This is an optimization exercise on Yosys and OpenROAD, whose aim is small area and few clock cycles per item, not a production implementation.
Only simulation tests tie the RTL to the original design; equivalence was not proved.
Power and IR drop assume default switching activity.

==> inputs of trial 70 <==
Design bc1_bc2_bc3_block_decoder, start of the top module:
module bc1_bc2_bc3_block_decoder
#(
	parameter int MAX_DIM = bc_pkg::BC_MAX_DIM
) (
	input  wire logic                 clk,
	input  wire logic                 arst_n,
	input  wire logic                 blk_valid,
	output logic                      blk_stall,
	input  wire logic [149:0]         blk_data,
	output logic                      row_valid,
	input  wire logic                 row_stall,
	output logic      [156:0]         row_data,
	input  wire logic                 psel,
	input  wire logic                 penable,
	input  wire logic                 pwrite,
	input  wire logic [bc_pkg::BC_ADDR_W-1:0] paddr,
	input  wire logic [31:0]          pwdata,
	output logic      [31:0]          prdata,
	output logic                      pready
);
	logic [BC_CFG_W-1:0] width_q, height_q;
	logic        busy_q;
	logic [1:0]  row_cnt_q;
	logic        last, take, accept;
	logic [1:0]  mode_q;
	logic [9:0]  col_q, brow_q;
	logic [63:16] aw_q;
	logic [63:0]  cw_q;
	logic [17:0]  al_q;
  ...
export LEC_CHECK = 0
export ABC_AREA = 1
export CAP_MARGIN = 20
export CORE_MARGIN = 2
export CORE_UTILIZATION = 40
export GPL_TIMING_DRIVEN = 0
export SETUP_SLACK_MARGIN = 0.15
export SLEW_MARGIN = 20
create_clock -name core_clock -period 7.0 [get_ports {clk}]
standard.sh (not shown) runs the stock make flow with config.mk's settings and CLKGATE_MAP_FILE= SYNTH_SCRIPT=/design/flow/synth_recipe.tcl, a recipe that flattens the netlist after the stock synthesis.
==> flow/flow/run.sh <==
#!/bin/bash
# Own layout flow: the standard ORFS flow, with an area-oriented logic synthesis.
# The only changes are in a copy of ORFS's scripts folder:
#   - synth.tcl: no extract_fa (full/half adder extraction) and no Kogge-Stone carry map, so
#     adders stay ripple-carry logic that ABC optimizes with the rest;
#   - abc_area.script: ABC restructures (deepsyn), then maps for area under a 2.5 ns delay target, without buffer/upsize.
# and the ports are buffered with the smallest buffer (buf_1) instead of clkdlybuf4s50_1.
# Registers, their names and the rest of the flow are unchanged. Each tool's log is kept in
# orfs/logs (ORFS) and in the make logs written here.
set -euo pipefail
W=$PWD
S=$W/flow_scripts
rm -rf "$S"
mkdir -p "$S"
cp -r "$FLOW_HOME/scripts/." "$S/"
cp "$W/flow/abc_area.script" "$S/abc_area.script"
python3 - "$S/synth.tcl" <<'PY'
import sys
p = sys.argv[1]
s = open(p).read()
a = "  extract_fa {*}[dont_use_extract_fa_args]\n"
b = '    "-extra-map $::env(FLOW_HOME)/platforms/common/lcu_kogge_stone.v"]'
assert a in s and b in s
s = s.replace(a, "").replace(b, "    ]")
open(p, "w").write(s)
PY
bash standard.sh SCRIPTS_DIR="$S" BUFFER_PORTS_ARGS="-buffer_cell sky130_fd_sc_hd__buf_1" finish > "$W/make_flow.log" 2>&1
==> flow/flow/abc_area.script <==
strash
&get -n
&deepsyn -T 60
&put
dch
map -D 2500
topo
==> trial 33: changes against trial 70 <==
--- a/flow/flow/run.sh
+++ b/flow/flow/run.sh
@@ -3,7 +3,7 @@
 # The only changes are in a copy of ORFS's scripts folder:
 #   - synth.tcl: no extract_fa (full/half adder extraction) and no Kogge-Stone carry map, so
 #     adders stay ripple-carry logic that ABC optimizes with the rest;
-#   - abc_area.script: ABC restructures (deepsyn), then maps for area under a 2.5 ns delay target, without buffer/upsize.
+#   - abc_area.script: ABC maps for area (deepsyn, then amap) instead of map/buffer/upsize.
 # and the ports are buffered with the smallest buffer (buf_1) instead of clkdlybuf4s50_1.
 # Registers, their names and the rest of the flow are unchanged. Each tool's log is kept in
 # orfs/logs (ORFS) and in the make logs written here.
==> flow/flow/abc_area.script (replaced) <==
strash
&get -n
&deepsyn -T 60
&put
dch
amap -m
topo
SETUP_SLACK_MARGIN = unset   (was 0.15)
==> flow_summary.ini <==
[status]
outcome = finished with violations
check.faults = negative setup slack

[sta]
fin_ws_ns = -0.210
setup_viol = 6

[setup_path]
crit_end = row_data[68]

[pwr]
power_sequential_w = 0.00166
power_w = 0.0133

[cells_and_area]
clock_buffers = 17
Source of the figures above: trial 33

==> flow_summary.ini <==
[status]
outcome = timing/DRC/antenna clean

[cells_and_area]
clock_buffers = 18

[pwr]
power_w = 0.0118

[sta]
fin_ws_ns = 0.187
setup_viol = 0
Source of the figures above: trial 70

Testbench counts of trial 70, summed over its fixed seeds: cycles 8,208, items 8,192.
Testbench counts of trial 33, summed over its fixed seeds: cycles 8,208, items 8,192.

==> v30 <==
==> flow/design.v <==
`default_nettype none
package bc_pkg;
	localparam int BC_MAX_DIM = 4096;
	localparam int BC_CFG_W   = 13;
	localparam int BC_ADDR_W  = 3;
	localparam logic [1:0] MODE_DXT1 = 2'd0;
	localparam logic [1:0] MODE_DXT3 = 2'd1;
endpackage
`default_nettype wire
`default_nettype none
module bc_lane
(
	input  wire logic [1:0]       mode,
	input  wire logic [2:0][7:0]  e0,
	input  wire logic [2:0][7:0]  e1,
	input  wire logic [2:0][7:0]  c2,
	input  wire logic [2:0][7:0]  c3,
	input  wire logic             transp,
	input  wire logic             agt,
	input  wire logic [7:0]       abase,
	input  wire logic [7:0][7:0]  qt,
	input  wire logic [1:0]       sel,
	input  wire logic [3:0]       nib,
	input  wire logic [2:0]       aidx,
	output logic      [31:0]      texel
);
	logic [2:0]  u;
	logic [7:0]  a3;
	logic [7:0]  alpha;
	logic [23:0] color;
	function automatic logic [7:0] add8(input logic [7:0] a, input logic [7:0] b);
		logic c;
		c = 1'b0;
		for (int i = 0; i < 8; i++) begin
			add8[i] = a[i] ^ b[i] ^ c;
			c       = (a[i] & b[i]) | (a[i] & c) | (b[i] & c);
		end
	endfunction
	always_comb begin
		if (agt) begin
			case (aidx)
				3'd0:    u = 3'd7;
				3'd1:    u = 3'd0;
				default: u = 3'd0 - aidx;
			endcase
		end else begin
			case (aidx)
				3'd0:    u = 3'd0;
				3'd1:    u = 3'd5;
				default: u = aidx - 3'd1;
			endcase
		end
		a3 = add8(abase, qt[u]);
		if (!agt && aidx == 3'd6) begin
			a3 = 8'h00;
		end else if (!agt && aidx == 3'd7) begin
			a3 = 8'hFF;
		end
		case (mode)
			2'd0:    alpha = (transp && sel == 2'd3) ? 8'h00 : 8'hFF;
			2'd1:    alpha = {nib, nib};
			default: alpha = a3;
		endcase
		case (sel)
			2'd0:    color = {e0[2], e0[1], e0[0]};
			2'd1:    color = {e1[2], e1[1], e1[0]};
			2'd2:    color = {c2[2], c2[1], c2[0]};
			default: color = {c3[2], c3[1], c3[0]};
		endcase
		texel = {alpha, color};
	end
endmodule
`default_nettype wire
`default_nettype none
module bc_palette
(
	input  wire logic [31:0]      color_ends,
	input  wire logic             interp3,
	output logic      [2:0][7:0]  e0,
	output logic      [2:0][7:0]  e1,
	output logic      [2:0][7:0]  c2,
	output logic      [2:0][7:0]  c3
);
	localparam logic [255:0] G5_T = 256'h55524f4d4a4744423f3c393734312e2c292623211e1b181613100d0b08050200;
	function automatic logic [7:0] g5(input logic [4:0] v);
		g5 = G5_T[8 * v +: 8];
	endfunction
	localparam logic [63:0] M5_T = 64'h1818181818181818;
	function automatic logic [1:0] m5(input logic [4:0] v);
		m5 = M5_T[2 * v +: 2];
	endfunction
	localparam logic [511:0] G6_T = 512'h555352514f4e4d4b4a494746454342413f3e3c3b3a383736343332302f2e2c2b29282725242321201f1d1c1b19181715141211100e0d0c0a0908060504020100;
	function automatic logic [7:0] g6(input logic [5:0] v);
		g6 = G6_T[8 * v +: 8];
	endfunction
	localparam logic [127:0] M6_T = 128'h24924924492492499249249224924924;
	function automatic logic [1:0] m6(input logic [5:0] v);
		m6 = M6_T[2 * v +: 2];
	endfunction
	function automatic logic [7:0] add8(input logic [7:0] a, input logic [7:0] b, input logic ci);
		logic c;
		c = ci;
		for (int i = 0; i < 8; i++) begin
			add8[i] = a[i] ^ b[i] ^ c;
			c       = (a[i] & b[i]) | (a[i] & c) | (b[i] & c);
		end
	endfunction
	function automatic logic cge3(input logic [1:0] a, input logic [1:0] b);
		cge3 = (a != 2'd0 && b == 2'd2) || (a == 2'd2 && b != 2'd0);
	endfunction
	always_comb begin
		for (int ch = 0; ch < 3; ch++) begin
			logic [7:0] gx, fx, gy, fy, x2, y2;
			logic [1:0] mx, my, m2x, m2y;
			logic       k2;
			if (ch == 1) begin
				e0[ch] = {color_ends[10:5],  color_ends[10:9]};
				e1[ch] = {color_ends[26:21], color_ends[26:25]};
				gx = g6(color_ends[10:5]);
				mx = m6(color_ends[10:5]);
				gy = g6(color_ends[26:21]);
				my = m6(color_ends[26:21]);
			end else begin
				e0[ch] = {color_ends[15 - 11 * (ch / 2) -: 5], color_ends[15 - 11 * (ch / 2) -: 3]};
				e1[ch] = {color_ends[31 - 11 * (ch / 2) -: 5], color_ends[31 - 11 * (ch / 2) -: 3]};
				gx = g5(color_ends[15 - 11 * (ch / 2) -: 5]);
				mx = m5(color_ends[15 - 11 * (ch / 2) -: 5]);
				gy = g5(color_ends[31 - 11 * (ch / 2) -: 5]);
				my = m5(color_ends[31 - 11 * (ch / 2) -: 5]);
			end
			fx = {gx[6:0], mx == 2'd2};
			fy = {gy[6:0], my == 2'd2};
			m2x = {mx[0], mx[1]};
			m2y = {my[0], my[1]};
			if (interp3) begin
				x2 = fx;
				y2 = gy;
				k2 = cge3(m2x, my);
			end else begin
				x2 = {1'b0, e0[ch][7:1]};
				y2 = {1'b0, e1[ch][7:1]};
				k2 = e0[ch][0] & e1[ch][0];
			end
			c2[ch] = add8(x2, y2, k2);
			c3[ch] = interp3 ? add8(gx, fy, cge3(mx, m2y)) : 8'h00;
		end
	end
endmodule
`default_nettype wire
`default_nettype none
module bc_alpha_diff
(
	input  wire logic [15:0] alpha_ends,
	output logic             agt,
	output logic      [7:0]  base,
	output logic      [7:0]  d
);
	logic [7:0] a0, a1, d01, d10;
	logic       c01, c10;
	always_comb begin
		a0 = alpha_ends[7:0];
		a1 = alpha_ends[15:8];
		c01 = 1'b1;
		c10 = 1'b1;
		for (int i = 0; i < 8; i++) begin
			d01[i] = a0[i] ^ !a1[i] ^ c01;
			c01    = (a0[i] & !a1[i]) | (a0[i] & c01) | (!a1[i] & c01);
			d10[i] = a1[i] ^ !a0[i] ^ c10;
			c10    = (a1[i] & !a0[i]) | (a1[i] & c10) | (!a0[i] & c10);
		end
		agt  = !c10;
		base = agt ? a1 : a0;
		d    = agt ? d01 : d10;
	end
endmodule
module bc_alpha_div
(
	input  wire logic       agt,
	input  wire logic [7:0] d,
	output logic      [5:0] q,
	output logic      [2:0] r
);
	logic [3:0] x;
	logic [7:0] qq;
	always_comb begin
		r = 3'd0;
		for (int i = 7; i >= 0; i--) begin
			x = {r, d[i]};
			if (agt) begin
				qq[i] = x >= 4'd7;
				r     = 3'(qq[i] ? x - 4'd7 : x);
			end else begin
				qq[i] = x >= 4'd5;
				r     = 3'(qq[i] ? x - 4'd5 : x);
			end
		end
		q = qq[5:0];
	end
endmodule
module bc_alpha_table
(
	input  wire logic            agt,
	input  wire logic [5:0]      q,
	input  wire logic [2:0]      r,
	output logic      [7:0][7:0] qt
);
	localparam logic [383:0] FRACU_T = 384'h1ac68816344011a4400d2240091200049000000000000000005888004688004688003440002240001200000000000000;
	function automatic logic [2:0] fracu(input logic [6:0] v);
		fracu = FRACU_T[3 * v +: 3];
	endfunction
	always_comb begin
		for (int u = 0; u < 8; u++) begin
			qt[u] = 8'(u * 32'(q)) + 8'(fracu({agt, 3'(u), r}));
		end
	end
endmodule
`default_nettype wire
`default_nettype none
import bc_pkg::*;
module bc1_bc2_bc3_block_decoder
#(
	parameter int MAX_DIM = bc_pkg::BC_MAX_DIM
) (
	input  wire logic                 clk,
	input  wire logic                 arst_n,
	input  wire logic                 blk_valid,
	output logic                      blk_stall,
	input  wire logic [149:0]         blk_data,
	output logic                      row_valid,
	input  wire logic                 row_stall,
	output logic      [156:0]         row_data,
	input  wire logic                 psel,
	input  wire logic                 penable,
	input  wire logic                 pwrite,
	input  wire logic [bc_pkg::BC_ADDR_W-1:0] paddr,
	input  wire logic [31:0]          pwdata,
	output logic      [31:0]          prdata,
	output logic                      pready
);
	logic [BC_CFG_W-1:0] width_q, height_q;
	logic        busy_q;
	logic [1:0]  row_cnt_q;
	logic        last, take, accept;
	logic [1:0]  mode_q;
	logic [9:0]  col_q, brow_q;
	logic [63:16] aw_q;
	logic [63:0]  cw_q;
	logic [17:0]  al_q;
	logic         i3_q;
	logic         i3_d, agt_d;
	logic [7:0]   base_d, d_d;
	logic         pv_q, agt_p;
	logic [7:0]   base_p, d_p;
	logic [5:0]   q_p;
	logic [2:0]   r_p;
	logic [7:0][7:0] qt;
	logic [2:0][7:0] e0, e1, c2, c3;
	logic [15:0]     aw_lo;
	logic [7:0]       cidx_row;
	logic [15:0]      nib_row;
	logic [11:0]      aidx_row;
	logic [3:0][31:0] texel;
	logic [3:0]       mask;
	logic [11:0]      py;
	logic [10:0]      wq;
	logic [1:0]       wr;
	logic             col_lt, col_eq, y_in;
	always_ff @(posedge clk or negedge arst_n) begin
		if (!arst_n) begin
			width_q  <= BC_CFG_W'(4);
			height_q <= BC_CFG_W'(4);
		end else if (psel && penable && pwrite) begin
			if (paddr[2]) begin
				height_q <= pwdata[BC_CFG_W-1:0];
			end else begin
				width_q  <= pwdata[BC_CFG_W-1:0];
			end
		end
	end
	assign pready = 1'b1;
	assign prdata = paddr[2] ? 32'(height_q) : 32'(width_q);
	assign last      = (row_cnt_q == 2'd3);
	assign take      = busy_q && !row_stall;
	assign blk_stall = !pv_q || (busy_q && !(take && last));
	assign accept    = blk_valid && !blk_stall;
	always_ff @(posedge clk or negedge arst_n) begin
		if (!arst_n) begin
			busy_q    <= 1'b0;
			row_cnt_q <= 2'd0;
			pv_q      <= 1'b0;
		end else begin
			pv_q   <= blk_valid && !accept;
			busy_q <= accept || (busy_q && !(take && last));
			if (take) begin
				row_cnt_q <= row_cnt_q + 2'd1;
			end
		end
	end
	assign i3_d = (blk_data[149:148] != MODE_DXT1) || (blk_data[15:0] > blk_data[31:16]);
	bc_alpha_diff u_alpha_diff (
		.alpha_ends (blk_data[79:64]),
		.agt        (agt_d),
		.base       (base_d),
		.d          (d_d)
	);
	bc_alpha_div u_alpha_div (
		.agt (agt_p),
		.d   (d_p),
		.q   (q_p),
		.r   (r_p)
	);
	always_ff @(posedge clk) begin
		agt_p  <= agt_d;
		base_p <= base_d;
		d_p    <= d_d;
		if (accept) begin
			mode_q <= blk_data[149:148];
			col_q  <= blk_data[147:138];
			brow_q <= blk_data[137:128];
			aw_q   <= blk_data[127:80];
			cw_q   <= blk_data[63:0];
			i3_q   <= i3_d;
			al_q   <= blk_data[149] ? {agt_p, r_p, q_p, base_p} : {2'b00, blk_data[79:64]};
		end
	end
	bc_alpha_table u_alpha_table (
		.agt (al_q[17]),
		.q   (al_q[13:8]),
		.r   (al_q[16:14]),
		.qt  (qt)
	);
	bc_palette u_palette (
		.color_ends (cw_q[31:0]),
		.interp3    (i3_q),
		.e0         (e0),
		.e1         (e1),
		.c2         (c2),
		.c3         (c3)
	);
	assign aw_lo    = al_q[15:0];
	assign cidx_row = cw_q[32 + 8 * row_cnt_q +: 8];
	assign nib_row  = (row_cnt_q == 2'd0) ? aw_lo : aw_q[16 * row_cnt_q +: 16];
	assign aidx_row = aw_q[16 + 12 * row_cnt_q +: 12];
	for (genvar k = 0; k < 4; k++) begin : g_lane
		bc_lane u_lane (
			.mode   (mode_q),
			.e0     (e0),
			.e1     (e1),
			.c2     (c2),
			.c3     (c3),
			.transp (!i3_q),
			.agt    (al_q[17]),
			.abase  (al_q[7:0]),
			.qt     (qt),
			.sel    (cidx_row[2*k +: 2]),
			.nib    (nib_row[4*k +: 4]),
			.aidx   (aidx_row[3*k +: 3]),
			.texel  (texel[k])
		);
	end
	always_comb begin
		py = {brow_q, row_cnt_q};
		if (width_q >= BC_CFG_W'(MAX_DIM)) begin
			wq = 11'(MAX_DIM / 4);
			wr = 2'd0;
		end else begin
			wq = {1'b0, width_q[11:2]};
			wr = width_q[1:0];
		end
		col_lt = {1'b0, col_q} < wq;
		col_eq = {1'b0, col_q} == wq;
		for (int k = 0; k < 4; k++) begin
			mask[k] = col_lt || (col_eq && (2'(k) < wr));
		end
		y_in = (height_q >= BC_CFG_W'(MAX_DIM)) || ({1'b0, py} < height_q);
		mask = y_in ? mask : 4'b0000;
	end
	assign row_valid = busy_q;
	assign row_data  = {col_q, 2'b00, py, texel[0], texel[1], texel[2], texel[3], mask, last};
endmodule
`default_nettype wire
==> flow/flow/run.sh <==
#!/bin/bash
# Own layout flow: the standard ORFS flow, with an area-oriented logic synthesis.
# The only changes are in a copy of ORFS's scripts folder:
#   - synth.tcl: no extract_fa (full/half adder extraction) and no Kogge-Stone carry map, so
#     adders stay ripple-carry logic that ABC optimizes with the rest;
#   - abc_area.script: ABC restructures (deepsyn), then maps twice for area under a 2.5 ns delay target, without buffer/upsize.
# and the ports are buffered with the smallest buffer (buf_1) instead of clkdlybuf4s50_1.
# Registers, their names and the rest of the flow are unchanged. Each tool's log is kept in
# orfs/logs (ORFS) and in the make logs written here.
set -euo pipefail
W=$PWD
S=$W/flow_scripts
rm -rf "$S"
mkdir -p "$S"
cp -r "$FLOW_HOME/scripts/." "$S/"
cp "$W/flow/abc_area.script" "$S/abc_area.script"
python3 - "$S/synth.tcl" <<'PY'
import sys
p = sys.argv[1]
s = open(p).read()
a = "  extract_fa {*}[dont_use_extract_fa_args]\n"
b = '    "-extra-map $::env(FLOW_HOME)/platforms/common/lcu_kogge_stone.v"]'
assert a in s and b in s
s = s.replace(a, "").replace(b, "    ]")
open(p, "w").write(s)
PY
bash standard.sh SCRIPTS_DIR="$S" BUFFER_PORTS_ARGS="-buffer_cell sky130_fd_sc_hd__buf_1" finish > "$W/make_flow.log" 2>&1
==> flow/flow/abc_area.script <==
strash
&get -n
&deepsyn -T 60
&put
dch
map -D 2500
strash
dch
map -D 2500
topo
==> flow/standard.sh <==
#!/bin/bash
# synth_recipe.tcl (not shown) runs the flow's synth.tcl, then flattens the netlist and writes it again
# the make line also repeats each setting of config.mk as NAME=value (left out here)
make -C /OpenROAD-flow-scripts/flow DESIGN_CONFIG=/design/flow/config.mk WORK_HOME=/design/flow/orfs CLKGATE_MAP_FILE= SYNTH_SCRIPT=/design/flow/synth_recipe.tcl "${@:-finish}"
==> flow/config.mk <==
export PLATFORM = sky130hd
export DESIGN_NAME = bc1_bc2_bc3_block_decoder
export DESIGN_NICKNAME = bc1_bc2_bc3_block_decoder
export VERILOG_FILES = /design/flow/design.v
export SDC_FILE = /design/flow/constraint.sdc
export NUM_CORES = 4
export LEC_CHECK = 0
export ABC_AREA = 1
export CAP_MARGIN = 20
export CORE_MARGIN = 2
export CORE_UTILIZATION = 40
export GPL_TIMING_DRIVEN = 0
export SLEW_MARGIN = 20
==> flow/constraint.sdc <==
create_clock -name core_clock -period 7.0 [get_ports {clk}]
set_input_delay 1.4000 -clock core_clock [delete_from_list [all_inputs] [get_ports {clk}]]
set_output_delay 1.4000 -clock core_clock [all_outputs]
set_load 0.01 [all_outputs]
==> v26: changes against v30 <==
==> flow/flow/abc_area.script (replaced) <==
strash
&get -n
&deepsyn -T 180
&put
dch
map -D 2500
strash
dch
map -D 2500
topo
==> v25: changes against v30 <==
--- a/flow/flow/run.sh
+++ b/flow/flow/run.sh
@@ -5,3 +5,3 @@
 #     adders stay ripple-carry logic that ABC optimizes with the rest;
-#   - abc_area.script: ABC restructures (deepsyn), then maps twice for area under a 2.5 ns delay target, without buffer/upsize.
+#   - abc_area.script: ABC restructures (deepsyn), then maps twice for area under a 3 ns delay target, without buffer/upsize.
 # and the ports are buffered with the smallest buffer (buf_1) instead of clkdlybuf4s50_1.
==> flow/flow/abc_area.script (replaced) <==
strash
&get -n
&deepsyn -T 60
&put
dch
map -D 3000
strash
dch
map -D 3000
topo
==> results_tabular.tex <==
\begin{tabular}{lr}
\hline
Metric & Value \\
\hline
\multicolumn{2}{l}{\textbf{Cells and area}} \\
\quad Fraction of standard cell area in multi-input logic & 0.527 \\
\quad Non-filler instance count after layout & 3720 \\
\multicolumn{2}{l}{\textbf{Status}} \\
\quad Outcome & complete, no violations \\
\multicolumn{2}{l}{\textbf{Setup path}} \\
\quad Cell type group with the largest total delay on the critical path & compound AO/OA/AOI/OAI gates \\
\quad Number of cells traversed by the worst register-to-register path & 23 \\
\quad Setup crit end & row\_data[132] \\
\multicolumn{2}{l}{\textbf{Pwr}} \\
\quad Peak supply drop & 0.000228 V \\
\multicolumn{2}{l}{\textbf{Synthesis}} \\
\quad Most numerous cell in the Yosys netlist & sky130\_fd\_sc\_hd\_\_nand2\_1 \\
\quad Compound-gate portion of the synthesized area & 0.301 \\
\multicolumn{2}{l}{\textbf{GRT}} \\
\quad Initial antenna violation count & 5 \\
\multicolumn{2}{l}{\textbf{Floorplan}} \\
\quad Core area & 44400 sq um \\
\multicolumn{2}{l}{\textbf{Timing}} \\
\quad Highest clock frequency the design can meet & 149 MHz \\
\hline
\end{tabular}
Source of the figures above: v30

==> results_tabular.tex <==
\begin{tabular}{lr}
\hline
Metric & Value \\
\hline
\multicolumn{2}{l}{\textbf{Cells and area}} \\
\quad Fraction of standard cell area in multi-input logic & 0.497 \\
\quad Non-filler instance count after layout & between 3000 and 4000 \\
\multicolumn{2}{l}{\textbf{Status}} \\
\quad Outcome & complete, no violations \\
\multicolumn{2}{l}{\textbf{Timing}} \\
\quad Highest clock frequency the design can meet & 147 MHz \\
\multicolumn{2}{l}{\textbf{GRT}} \\
\quad Initial antenna violation count & 11 \\
\multicolumn{2}{l}{\textbf{Setup path}} \\
\quad Number of cells traversed by the worst register-to-register path & 22 \\
\multicolumn{2}{l}{\textbf{Synthesis}} \\
\quad Compound-gate portion of the synthesized area & 0.285 \\
\multicolumn{2}{l}{\textbf{Floorplan}} \\
\quad Core area & 42100 sq um \\
\multicolumn{2}{l}{\textbf{Pwr}} \\
\quad Peak supply drop & around 0.00036 V \\
\hline
\end{tabular}
Source of the figures above: v25

==> results_tabular.tex <==
\begin{tabular}{lr}
\hline
Metric & Value \\
\hline
\multicolumn{2}{l}{\textbf{Status}} \\
\quad Outcome & complete, no violations \\
\multicolumn{2}{l}{\textbf{Pwr}} \\
\quad Peak supply drop & 0.000319 V \\
\multicolumn{2}{l}{\textbf{GRT}} \\
\quad Initial antenna violation count & 4 \\
\multicolumn{2}{l}{\textbf{Floorplan}} \\
\quad Die Wd & 211 um \\
\quad Core area & 42100 sq um \\
\multicolumn{2}{l}{\textbf{Synthesis}} \\
\quad Compound-gate portion of the synthesized area & 0.299 \\
\quad Most numerous cell in the Yosys netlist & sky130\_fd\_sc\_hd\_\_nand2\_1 \\
\multicolumn{2}{l}{\textbf{Cells and area}} \\
\quad Fraction of standard cell area in multi-input logic & 0.506 \\
\quad Non-filler instance count after layout & 3470 \\
\multicolumn{2}{l}{\textbf{Setup path}} \\
\quad Cell type group with the largest total delay on the critical path & buffers and inverters \\
\quad Number of cells traversed by the worst register-to-register path & 19 \\
\quad Setup crit end & row\_data[31] \\
\multicolumn{2}{l}{\textbf{Timing}} \\
\quad Highest clock frequency the design can meet & 147 MHz \\
\hline
\end{tabular}
Source of the figures above: v26

Testbench counts of v30, summed over its fixed seeds: cycles 8,208, items 8,192.
Testbench counts of v26, summed over its fixed seeds: cycles 8,208, items 8,192.
Testbench counts of v25, summed over its fixed seeds: cycles 8,208, items 8,192.

==> what the ideal ports hide <==
Ports are ideal in the flow. The routed layouts listed here were re-timed in OpenROAD. Step 1: set_driving_cell puts a clkbuf_16 on clk and a buf_2 on each other input, an assumption about the parent block. Step 2 times the ports against the registers' clock, not the clock port: input delays grow and output delays shrink by t, the midpoint of the rising clock arrivals with the driver on. a / b / c = no drivers / after step 1 / after step 2; a / b = the first two.
run	t, ns	setup slack, ns	worst slew at a driven data input, ns
trial 70	0.532	0.187 / 0.127 / 0.659	0.15
trial 33	0.545	-0.210 / -0.264 / 0.281	0.15
v30	0.510	0.272 / 0.220 / 0.731	0.10
v26	0.551	0.210 / 0.151 / 0.702	0.13
v25	0.560	0.176 / 0.115 / 0.675	0.12
